Context: an optimization exercise on an open-source flow, tuned for small area, a short achievable clock period and few clock cycles per item. The choices shown serve that exercise and are no tape-out recipe.
Only simulation tests tie the RTL to the original design; equivalence was not proved.
Power figures rest on the tool's default switching activity, not on a simulated workload.

Design playfair_byte_cipher_16x16, start of the top module:
module playfair_byte_cipher_16x16 (
  input  logic                         clk_i,
  input  logic                         rst_ni,
  input  logic                         cfg_we_i,
  input  logic [pfc_pkg::CfgIdxW-1:0]  cfg_idx_i,
  input  logic [pfc_pkg::CfgDataW-1:0] cfg_data_i,
  input  logic                         s_axis_tvalid,
  output logic                         s_axis_tready,
  input  logic [7:0]                   s_axis_tdata,   
  input  logic [pfc_pkg::OpW-1:0]      s_axis_tuser,   
  input  logic                         s_axis_tlast,   
  output logic                         m_axis_tvalid,
  input  logic                         m_axis_tready,
  output logic [7:0]                   m_axis_tdata,   
  output logic                         m_axis_tuser,   
  output logic                         m_axis_tlast    
);
Settings: LEC_CHECK=0, CAP_MARGIN=20, CELL_PAD_IN_SITES_DETAIL_PLACEMENT=1, CELL_PAD_IN_SITES_GLOBAL_PLACEMENT=2, CORE_MARGIN=2, CORE_UTILIZATION=30, PLACE_DENSITY=0.4, SETUP_SLACK_MARGIN=5, SLEW_MARGIN=20; clock period 8.0 ns.
run.sh (not shown) runs the stock make flow with config.mk's settings and CLKGATE_MAP_FILE= SYNTH_SCRIPT=/design/flow/synth_recipe.tcl, a recipe that flattens the netlist after the stock synthesis.
The first run went through all stages and came out clean.
Testbench counts at the start, summed over its fixed seeds: cycles 5,621, items 4,096.
==> next run, changes <==
--- a/flow/design.v
+++ b/flow/design.v
@@ -17,23 +17,23 @@
   input  logic         clk_i,
   input  logic         rst_ni,
   input  logic [15:0]  sel_hi_i,     
   input  logic [15:0]  sel_lo_i,     
   input  logic         key_we_i,     
   input  logic         key_new_i,    
   input  logic [7:0]   look_i,       
   output logic         look_used_o,
   input  logic         fill_i,       
   output logic         busy_o,       
   output logic         done_o,       
-  output logic [7:0]   pos_o,
+  output logic [31:0]  grp_o,
   input  logic [7:0]   cell_i,
   output logic [15:0]  hit_o,
   output logic [63:0]  hi_o
 );
   localparam int Lanes = pfc_pkg::FillLanes;
   logic [255:0]     used_q;
   logic [255:0]     plane_q [8];      
   logic [8:0]       ptr_q;            
   logic [255:0]     dec;
   logic [255:0]     we;
   logic [255:0]     match;
@@ -151,26 +151,28 @@
                                       plane_q[1][16*h+k], plane_q[0][16*h+k]} & {8{sel_hi_i[h]}});
         bank_hi[k]  = bank_hi[k] | (4'(h) & {4{match[16*h+k]}});
       end
     end
     always_comb begin
       bank_hit[k] = 1'b0;
       for (int h = 0; h < 16; h++) bank_hit[k] = bank_hit[k] | match[16*h+k];
     end
     assign hit_o[k]       = bank_hit[k];
     assign hi_o[4*k +: 4] = bank_hi[k];
   end
-  always_comb begin
-    pos_o = '0;
-    for (int k = 0; k < 16; k++) begin
-      pos_o = pos_o | (bank_pos[k] & {8{sel_lo_i[k]}});
+  for (genvar g = 0; g < 4; g++) begin : g_grp
+    always_comb begin
+      grp_o[8*g +: 8] = '0;
+      for (int k = 4*g; k < 4*g+4; k++) begin
+        grp_o[8*g +: 8] = grp_o[8*g +: 8] | (bank_pos[k] & {8{sel_lo_i[k]}});
+      end
     end
   end
 endmodule
 module playfair_byte_cipher_16x16 (
   input  logic                         clk_i,
   input  logic                         rst_ni,
   input  logic                         cfg_we_i,
   input  logic [pfc_pkg::CfgIdxW-1:0]  cfg_idx_i,
   input  logic [pfc_pkg::CfgDataW-1:0] cfg_data_i,
   input  logic                         s_axis_tvalid,
   output logic                         s_axis_tready,
@@ -226,23 +228,24 @@
         in_b_q  <= s_axis_tdata;
         in_l_q  <= s_axis_tlast;
       end
     end
     if (!sk_v_q) begin
       sk_op_q <= s_axis_tuser;
       sk_b_q  <= s_axis_tdata;
       sk_l_q  <= s_axis_tlast;
     end
   end
   logic       key_done, fill_busy, fill_start;
-  logic [7:0] pos;
+  logic [31:0] grp, p1_grp_q;
+  logic        p1_v_q, p1_second_q, p1_final_q;
   logic [7:0]  cam_sym;
   logic [15:0] hit, m_hit_q;
   logic [63:0] hi, m_hi_q;
   logic        m_v_q, m_r1_q, m_final_q;
   logic       pipe_en;
   logic       s_v_q, s_key_q, s_new_q, s_second_q, s_final_q;
   logic       look_used;
   logic [15:0] s_hi_q, s_lo_q;    
   logic       p_v_q, p_second_q, p_final_q;
   logic [7:0] p_pos_q;
   logic [7:0] pa_q;
@@ -322,23 +325,23 @@
     .clk_i      (clk_i),
     .rst_ni     (rst_ni),
     .sel_hi_i   (s_hi_q),
     .sel_lo_i   (s_lo_q),
     .key_we_i   (s_v_q && s_key_q),
     .key_new_i  (s_new_q),
     .look_i     (in_b_q),
     .look_used_o(look_used),
     .fill_i     (fill_start),
     .busy_o     (fill_busy),
     .done_o     (key_done),
-    .pos_o      (pos),
+    .grp_o      (grp),
     .cell_i     (t_cell_q),
     .hit_o      (hit),
     .hi_o       (hi)
   );
   logic [3:0] step, ra, ka, rb, kb, nra, nka, nrb, nkb;
   always_comb begin
     step = dir_q ? 4'hf : 4'h1;
     ra   = pa_q[7:4];
     ka   = pa_q[3:0];
     rb   = p_pos_q[7:4];
     kb   = p_pos_q[3:0];
@@ -384,47 +387,52 @@
       end else if (q2_final_q) begin
         emit      = q2_keep_q;
         emit_last = 1'b1;
       end else begin
         emit      = q2_keep_q;
       end
     end
   end
   always_ff @(posedge clk_i or negedge rst_ni) begin
     if (!rst_ni) begin
       s_v_q  <= 1'b0;
+      p1_v_q <= 1'b0;
       p_v_q  <= 1'b0;
       t_v_q  <= 1'b0;
       m_v_q  <= 1'b0;
       q1_v_q <= 1'b0;
       q2_v_q <= 1'b0;
     end else if (pipe_en) begin
       s_v_q  <= issue;
-      p_v_q  <= s_v_q && !s_key_q;
+      p1_v_q <= s_v_q && !s_key_q;
+      p_v_q  <= p1_v_q;
       t_v_q  <= (p_v_q && p_second_q) || (t_v_q && t_r1_q);
       m_v_q  <= t_v_q;
       q1_v_q <= m_v_q;
       q2_v_q <= q1_v_q;
     end
   end
   always_ff @(posedge clk_i) begin
     if (pipe_en) begin
       s_hi_q     <= 16'(1) << iss_sym[7:4];
       s_lo_q     <= 16'(1) << iss_sym[3:0];
       s_key_q    <= iss_key;
       s_new_q    <= !look_used && !(s_v_q && s_key_q && s_hi_q[in_b_q[7:4]] && s_lo_q[in_b_q[3:0]]);
       s_second_q <= iss_second;
       s_final_q  <= iss_final;
-      p_pos_q    <= pos;
-      p_second_q <= s_second_q;
-      p_final_q  <= s_final_q;
+      p1_grp_q    <= grp;
+      p1_second_q <= s_second_q;
+      p1_final_q  <= s_final_q;
+      p_pos_q    <= p1_grp_q[7:0] | p1_grp_q[15:8] | p1_grp_q[23:16] | p1_grp_q[31:24];
+      p_second_q <= p1_second_q;
+      p_final_q  <= p1_final_q;
       if (p_v_q && !p_second_q) pa_q <= p_pos_q;
       if (p_v_q && p_second_q) begin
         t_cell_q  <= {nra, nka};
         t_cb_q    <= {nrb, nkb};
         t_r1_q    <= 1'b1;
         t_final_q <= p_final_q;
       end else begin
         t_cell_q  <= t_cb_q;
         t_r1_q    <= 1'b0;
       end
       m_hit_q    <= hit;
Effect: Area after synthesis is higher by about 1.3%. Final area went down by 1.3%. Global-route usage went down by 2.7 points. Power fell by 4.8%. Clock skew shrinks by 7.7 ps.
Testbench counts after the change, summed over its fixed seeds: cycles 5,629, items 4,096.

[afterwards: timing with drivers on the ports]
In the flow no input, the clock included, has a driving cell. The finished layouts below were timed again as built, in two steps. Step 1 sets driving cells, clkbuf_16 on the clock port and buf_2 on the other inputs (assumed; they add their load-dependent delay and slew). Step 2 times the ports against the registers' clock, not the clock port: input delays grow and output delays shrink by t, the midpoint of the rising clock arrivals with the driver on. Slacks: ideal / step 1 / step 2; pairs: ideal / step 1.
| run | t, ns | setup slack, ns | cell pins on the clock port's net |
|---|---|---|---|
| the first run | 1.087 | 4.478 / 4.478 / 4.478 | 1 |
| the second run | 1.080 | 4.852 / 4.742 / 4.572 | 1 |
After both steps setup and hold are still met in every run listed. For the second run, which loses most, drivers alone change the setup slack by -0.110 ns; drivers and shift together by -0.280 ns. The worst setup slack also covers recovery checks on asynchronous resets.
